This is an optimization exercise on Yosys and OpenROAD, whose aim is small area and a short achievable clock period, not a production implementation.
In this exercise RTL edits were held to simulation tests only and were not proved equivalent to the original.
No activity file was given, so power comes from the tool's default toggle rates.

File: design.v
package can_tx_pkg;
    localparam int MAX_BYTES = 8;
    localparam int MAX_ID_W  = 29;
    typedef enum logic [1:0] {
        IDLE = 2'd0,
        ARB  = 2'd1,
        REQ  = 2'd2,
        WAIT = 2'd3
    } state_t;
endpackage
module can_tx_prio_sel
#(
    parameter  int NUM_MB = 10,
    parameter  int ID_W   = 11,
    localparam int MBW    = $clog2(NUM_MB)
) (
    input  logic [NUM_MB-1:0]            pending_i,
    input  logic [NUM_MB-1:0][ID_W-1:0]  ids_i,
    output logic                         vld_o,
    output logic [MBW-1:0]               idx_o
);
    localparam int CW = 1 + ID_W + MBW;    
    function automatic logic [CW-1:0] pick(input logic [CW-1:0] a, input logic [CW-1:0] b);
        if (a[CW-1] && (!b[CW-1] || a[CW-2 -: ID_W] <= b[CW-2 -: ID_W])) pick = a;
        else                                                           pick = b;
    endfunction
    localparam int NN = 2*NUM_MB + 8;
    logic [NN-1:0][CW-1:0] c;
    generate
        for (genvar i = 0; i < NUM_MB; i++) begin : g_leaf
            assign c[i] = {pending_i[i], ids_i[i], MBW'(i)};
        end
        for (genvar l = 0; l < MBW; l++) begin : g_lvl
            localparam int NIN  = (l == 0) ? NUM_MB : ((NUM_MB + (1 << l) - 1) >> l);
            localparam int NOUT = (NIN + 1) / 2;
            localparam int BIN  = (l == 0) ? 0 :
                                  (l == 1) ? NUM_MB :
                                  (l == 2) ? NUM_MB + ((NUM_MB + 1) >> 1) :
                                  (l == 3) ? NUM_MB + ((NUM_MB + 1) >> 1) + ((NUM_MB + 3) >> 2) :
                                             NUM_MB + ((NUM_MB + 1) >> 1) + ((NUM_MB + 3) >> 2) + ((NUM_MB + 7) >> 3);
            localparam int BOUT = BIN + NIN;
            for (genvar j = 0; j < NOUT; j++) begin : g_node
                if (2*j + 1 < NIN) begin : g_pair
                    assign c[BOUT + j] = pick(c[BIN + 2*j], c[BIN + 2*j + 1]);
                end else begin : g_pass
                    assign c[BOUT + j] = c[BIN + 2*j];
                end
            end
        end
    endgenerate
    localparam int ROOT = NUM_MB + ((NUM_MB + 1) >> 1) + ((NUM_MB + 3) >> 2) + ((NUM_MB + 7) >> 3);
    for (genvar u = ROOT + 1; u < NN; u++) begin : g_unused
        assign c[u] = '0;
    end
    assign vld_o = c[ROOT][CW-1];
    assign idx_o = c[ROOT][MBW-1:0];
endmodule
module can_tx_mailbox
#(
    parameter  int NUM_MB    = 10,
    parameter  int ID_W      = 11,
    parameter  int MAX_RETRY = 16,
    localparam int MBW       = $clog2(NUM_MB)
) (
    input  logic              clk,
    input  logic              g_rst,
    input  logic              hdr_ld,
    input  logic [ID_W-1:0]   hdr_id,
    input  logic              hdr_rtr,
    input  logic [3:0]        hdr_dlc,
    input  logic              wr_en,
    input  logic [MBW-1:0]    wr_mb,
    input  logic [2:0]        wr_idx,
    input  logic [7:0]        data_in,
    input  logic [NUM_MB-1:0] tx_buff_ld,
    output logic [NUM_MB-1:0] mb_pending,
    output logic              tx_buff_busy,
    output logic              tx_done,
    output logic [MBW-1:0]    tx_done_mb,
    output logic              tx_err,
    output logic              frame_gen_intl,
    input  logic              fg_ack,
    output logic [ID_W-1:0]   tx_id,
    output logic              tx_rtr,
    output logic [3:0]        tx_dlc,
    output logic [63:0]       tx_data,
    output logic [MBW-1:0]    tx_mb,
    input  logic              tx_success,
    input  logic              tx_fail
);
    if (NUM_MB < 2 || NUM_MB > 16 || ID_W < 1 || ID_W > can_tx_pkg::MAX_ID_W || MAX_RETRY < 1) begin : g_param_check
        $error("can_tx_mailbox: parameter out of range");
    end
    localparam int HW = ID_W + 1 + 4;           
    can_tx_pkg::state_t              state_q, state_d;
    logic [NUM_MB-1:0]               pending_q;
    logic [NUM_MB-1:0][ID_W-1:0]     hdr_id_q;
    logic [NUM_MB-1:0]               hdr_rtr_q;
    logic [NUM_MB-1:0][3:0]          hdr_dlc_q;
    logic [NUM_MB-1:0][63:0]         data_q;
    logic                            sel_vld;
    logic [MBW-1:0]                  sel_idx, rd_idx;
    logic [ID_W-1:0]                 tx_id_q;
    logic                            tx_rtr_q;
    logic [3:0]                      tx_dlc_q;
    logic [63:0]                     tx_data_q;
    logic [MBW-1:0]                  tx_mb_q;
    logic                            tx_done_q;
    logic                            in_arb, in_wait, tx_ok, tx_bad, drop, retire;
    logic [NUM_MB-1:0]               mb_sel;    
    can_tx_prio_sel #(.NUM_MB(NUM_MB), .ID_W(ID_W)) u_prio_sel (
        .pending_i (pending_q),
        .ids_i     (hdr_id_q),
        .vld_o     (sel_vld),
        .idx_o     (sel_idx)
    );
    assign in_arb  = (state_q == can_tx_pkg::ARB);
    assign in_wait = (state_q == can_tx_pkg::WAIT);
    assign tx_ok   = in_wait && tx_success;
    assign tx_bad  = in_wait && !tx_success && tx_fail;
    always_comb begin
        state_d = state_q;
        case (state_q)
            can_tx_pkg::IDLE: if (|pending_q) state_d = can_tx_pkg::ARB;
            can_tx_pkg::ARB:  state_d = can_tx_pkg::REQ;
            can_tx_pkg::REQ:  if (fg_ack) state_d = can_tx_pkg::WAIT;
            default:          if (tx_success || tx_fail) state_d = can_tx_pkg::IDLE;
        endcase
    end
    always_ff @(posedge clk) begin
        if (!g_rst) state_q <= can_tx_pkg::IDLE;
        else        state_q <= state_d;
    end
    always_comb begin
        for (int i = 0; i < NUM_MB; i++) mb_sel[i] = (tx_mb_q == MBW'(i));
    end
    localparam int RW = $clog2(MAX_RETRY);
    logic [NUM_MB-1:0][RW-1:0] retry_q;
    logic [RW-1:0]             retry_cur, retry_nxt;
    logic                      tx_err_q;
    assign retry_cur = retry_q[tx_mb_q];
    assign drop      = tx_bad && (retry_cur == RW'(MAX_RETRY - 1));
    assign retire    = tx_ok || drop;
    assign retry_nxt = (!g_rst || retire) ? '0 : RW'(retry_cur + 1'b1);
    always_ff @(posedge clk) begin
        for (int i = 0; i < NUM_MB; i++) begin
            if (!g_rst || (mb_sel[i] && (tx_ok || tx_bad))) retry_q[i] <= retry_nxt;
        end
    end
    always_ff @(posedge clk) begin
        if (!g_rst) tx_err_q <= 1'b0;
        else        tx_err_q <= drop;
    end
    assign tx_err = tx_err_q;
    always_ff @(posedge clk) begin
        for (int i = 0; i < NUM_MB; i++) begin
            pending_q[i] <= g_rst && (pending_q[i] || tx_buff_ld[i]) && !(retire && mb_sel[i]);
        end
    end
    always_ff @(posedge clk) begin
        if (!g_rst) tx_done_q <= 1'b0;
        else        tx_done_q <= tx_ok;
    end
    logic [7:0]      wd_data;
    logic [ID_W-1:0] wd_id;
    logic            wd_rtr;
    logic [3:0]      wd_dlc;
    assign wd_data = data_in & {8{g_rst}};
    assign wd_id   = hdr_id  & {ID_W{g_rst}};
    assign wd_rtr  = hdr_rtr & g_rst;
    assign wd_dlc  = hdr_dlc & {4{g_rst}};
    always_ff @(posedge clk) begin
        for (int i = 0; i < NUM_MB; i++) begin
            logic mb_wr;
            mb_wr = (wr_mb == MBW'(i)) && !pending_q[i];
            if (!g_rst || (mb_wr && hdr_ld)) begin
                hdr_id_q[i]  <= wd_id;
                hdr_rtr_q[i] <= wd_rtr;
                hdr_dlc_q[i] <= wd_dlc;
            end
            for (int k = 0; k < 8; k++) begin
                if (!g_rst || (mb_wr && wr_en && wr_idx == 3'(k))) data_q[i][8*k +: 8] <= wd_data;
            end
        end
    end
    assign rd_idx = in_arb ? sel_idx : tx_mb_q;
    always_ff @(posedge clk) begin
        tx_mb_q   <= rd_idx;
        tx_id_q   <= hdr_id_q[rd_idx];
        tx_rtr_q  <= hdr_rtr_q[rd_idx];
        tx_dlc_q  <= hdr_dlc_q[rd_idx];
        tx_data_q <= data_q[rd_idx];
    end
    assign mb_pending     = pending_q;
    assign tx_buff_busy   = |pending_q;
    assign tx_done        = tx_done_q;
    assign tx_done_mb     = tx_mb_q;
    assign frame_gen_intl = (state_q == can_tx_pkg::REQ);
    assign tx_id          = tx_id_q;
    assign tx_rtr         = tx_rtr_q;
    assign tx_dlc         = tx_dlc_q;
    assign tx_data        = tx_data_q;
    assign tx_mb          = tx_mb_q;
endmodule
File: run.sh
#!/bin/bash
# synth_recipe.tcl (not shown) runs the flow's synth.tcl, then flattens the netlist and writes it again
# the make line also repeats each setting of config.mk as NAME=value (left out here)
make -C /OpenROAD-flow-scripts/flow DESIGN_CONFIG=/design/flow/config.mk WORK_HOME=/design/flow/orfs CLKGATE_MAP_FILE= SYNTH_SCRIPT=/design/flow/synth_recipe.tcl finish
File: config.mk
export PLATFORM = sky130hd
export DESIGN_NAME = can_tx_mailbox
export DESIGN_NICKNAME = can_tx_mailbox
export VERILOG_FILES = /design/flow/design.v
export SDC_FILE = /design/flow/constraint.sdc
export NUM_CORES = 4
export LEC_CHECK = 0
export CAP_MARGIN = 20
export CORE_MARGIN = 2
export CORE_UTILIZATION = 30
export SLEW_MARGIN = 20
File: constraint.sdc
create_clock -name core_clock -period 25.0 [get_ports {clk}]
set_input_delay 5.0000 -clock core_clock [delete_from_list [all_inputs] [get_ports {clk}]]
set_output_delay 5.0000 -clock core_clock [all_outputs]
set_load 0.01 [all_outputs]
==> results.toml <==
[cts]
cts_buffers = 89
post_cts_buffers = 0
path_clk_slew_ps = 70
root_buffer = "clkbuf_16"
cts_tree = "done"
clock_path_buffers = 3
clkSinkCount = 938
h-tree-depth = 3
cts_resized = 0
cts_hold_buf = 0
clk_latency_ps = 700

[power_and_ir_drop]
ir_worst_vdd_uv = 96.91
p_switching_w = 0.002260
p_clk_share_pct = 24.1
combPwrFrac_pct = 40.2
swShare_pct = 39.41
p_leak_nw = 16.51
p_total_w = 0.005734
seqPwrFrac_pct = 35.7
power_density_nw_per_um2 = 120.7
p_int_w = 0.003475

[critical_path]
critPathTopFamily = "compound AO/OA/AOI/OAI gates"
setup.worst_path.class = "flip-flop to flip-flop"
slowest_delay_ps = 870
worstSetupStartpointType = "flip-flop"
critical-path-slowest-cell = "buf_4"
critPathRequiredTime_ps = 25510
cp_num_buf_inv = 5
crit_fanout = 85
worst_setup_path_end_kind = "flip-flop"
critPathArrivalTime_ps = 11990

[synth]
ys.flop_type = "edfxtp_1"
avgSynthCellArea_sq_um = 13.26
yosysTopAreaCell = "edfxtp_1"
ys_types = 74
synthCells = 3077
synth_area_leaders = "edfxtp_1, dfxtp_1, o21ai_0"
synth_edf_count = 840
synth.ff_latch_count = 938
yosysMostFrequentCell = "edfxtp_1"
synth_common_cells = "edfxtp_1, o21ai_0, nand3_1"
synthDominantCellAreaShare_pct = 61.80
synth_seq_area_share_pct = 66.61
synth_async_sr_flop_share_pct = 0
synth.net_count = 3230
netlist_area_sq_um = 40820
yosys_warnings = 2

[sta]
grt_setup_unrepaired = "no"
hold_viol = 0
worst_slack_ps = 13520
drv_slew = 0
post-route-period-util_pct = 45.91
relSlewSlack_pct = 21.29
fmax_mhz = 87.12
finalSetupTns_ps = 0
tightest_slew_ps = 1181
setup_viol = 0
skew_ps = 41.59
finalCriticalPeriod_ps = 11480

[floorplanning]
initial_core_util_pct = 30.17
die_height_um = 372.9
ios = 150
dieWidth_um = 372.9
rows = 135
die_area_sq_um = 139000
core_area_sq_um = 135300

[placement]
placed_area_sq_um = 44490
dp.cells = 4861
port_buffers = 149
pre_cts_ws_ps = 13300
dp_hpwl_mm = 74.17
gp_congestion = 0.9055

[global_route]
track_usage_pct = 17.57
overflow = 0
grt_max_degree = 170
antenna_found_initial = 7
grt_pass1_wl_mm = 185.1
grt_pass1_vias = 27300

[drt]
vias = 27704
drt_wl_total_mm = 126.0
ant_nets = 0
dr.pass1.iters = 6
avgRoutedWirePerCell_um = 25.04
drtIter0Drc = 3126
drc_errors = 0
vias_per_cell = 5.507

[final_layout]
final_area_sq_um = 47510
instances_no_fill = 5031
layout-drive-gt1-share_pct = 11.85
fin_nets = 3326
area_growth_pct = 16.40

[outcome]
outcome = "no timing/DRC/antenna violations"

[hold_path]
hold_class = "flip-flop to flip-flop"

[run]
cap_violations = 0
-- cells by family (layout without fill, tap and decap cells) --
logic type,after synthesis,after routing,share of synthesized area (%)
AOI/OAI and AO/OA,862,862,13.79
buffers and inverters,342,513,3.476
other,0,2,0
DFF,938,938,66.61
adders and majority gates,105,105,3.219
xor gates and xnor gates,2,2,0.04292
and+or+nand+nor,702,702,9.276
muxes,126,126,3.584
-- final timing paths --
kind,startpoint,end,slack (ps),depth (start not counted)
setup / recovery,hdr_id_q[48],tx_id_q[0],13520,35
hold reg to reg,state_q[0],state_q[0],520,2
hold / removal,state_q[0],state_q[0],520,2
setup reg to reg,hdr_id_q[48],tx_id_q[0],13520,35
-- placed cells by master (no fill, tap or decap), drive strengths merged, types with 90 or more instances in the layout --
master         count
clkbuf           119
o21ai            353
a211o             90
buf              113
a21oi            128
ha               105
nand3            224
dfxtp             98
nand2            144
clkdlybuf4s50    148
edfxtp           840
-- worst reg2reg max path, delay by kind of cell (launching register included) --
kind | cells | cell delay, ps
AOI/OAI and AO/OA | 17 | 4380
adders and majority gates | 4 | 1280
buffers and inverters | 5 | 2620
DFF | 1 | 420
muxes | 1 | 370
and+or+nand+nor | 8 | 2230
-- state kept, by name (all words and copies together) (netlist names) --
name / flops
data_q: 640
hdr_dlc_q: 40
hdr_id_q: 110
hdr_rtr_q: 10
pending_q: 10
retry_q: 40
state_q: 2
tx_data_q: 64
tx_dlc_q: 4
tx_done_q: 1
tx_err_q: 1
tx_id_q: 11
tx_mb_q: 4
tx_rtr_q: 1
-- cell type report --
class / instances / area, sq um
fillers: 12920 / 87790
flip-flops and latches: 938 / 27190
multi-input cells: 1797 / 12410
clock buffers: 119 / 2451
repair buffers: 261 / 2359
well taps: 1781 / 2228
clock inverters: 47 / 539.3
inverters: 86 / 327.8
diodes: 2 / 5.005
-- through the flow --
stage,utilization [%],hold slack (ps)
6_report,35.12,521.9
5_1_grt,35.11,545.3
4_1_cts,35.10,519.8
3_5_place_dp,32.89,510.6
3_3_place_gp,32.88,506.3
2_1_floorplan,-,480.6
-- power by group through the flow --
stage	registers, W	clock network [W]	logic [W]
after floorplan	0.00205	0	0.00142
after global placement	0.00208	0	0.00228
after detailed placement	0.00208	0	0.00231
after CTS	0.00205	0.00140	0.00231
after global routing	0.00206	0.00145	0.00247
final	0.00205	0.00138	0.00231
-- layer usage --
layer	wire [um]	vias to the layer above	global-route usage, %
met1	52890	14110	23.25
met5	28	-	0
met4	4404	4	7.279
met2	60400	1126	29.09
li1	-	12267	-
met3	8263	197	2.221

[afterwards: timing with drivers on the ports]
No port has a modelled driver above. Below, the same layout with a new extraction and two added sets of constraints.
Step 1, drivers: a clkbuf_16 drives clk and a buf_2 each remaining input, both assumed.
Step 2 times the ports against the registers' clock, not the clock port: input delays grow and output delays shrink by t, the midpoint of the rising clock arrivals with the driver on.
Slacks: ideal ports / drivers / drivers and shift; pairs: ideal ports / drivers.
shift t [ns]: 0.749
setup slack, ns: 13.521 / 13.521 / 13.521
worst hold slack (ns): 0.522 / 0.522 / 0.522
clock arrival spread, ns: 0.042 / 0.042
cell pins on the clock port's net: 1
After both steps this run still meets setup and hold. For this run, drivers alone change the setup slack by 0.000 ns; drivers and shift together by 0.000 ns.
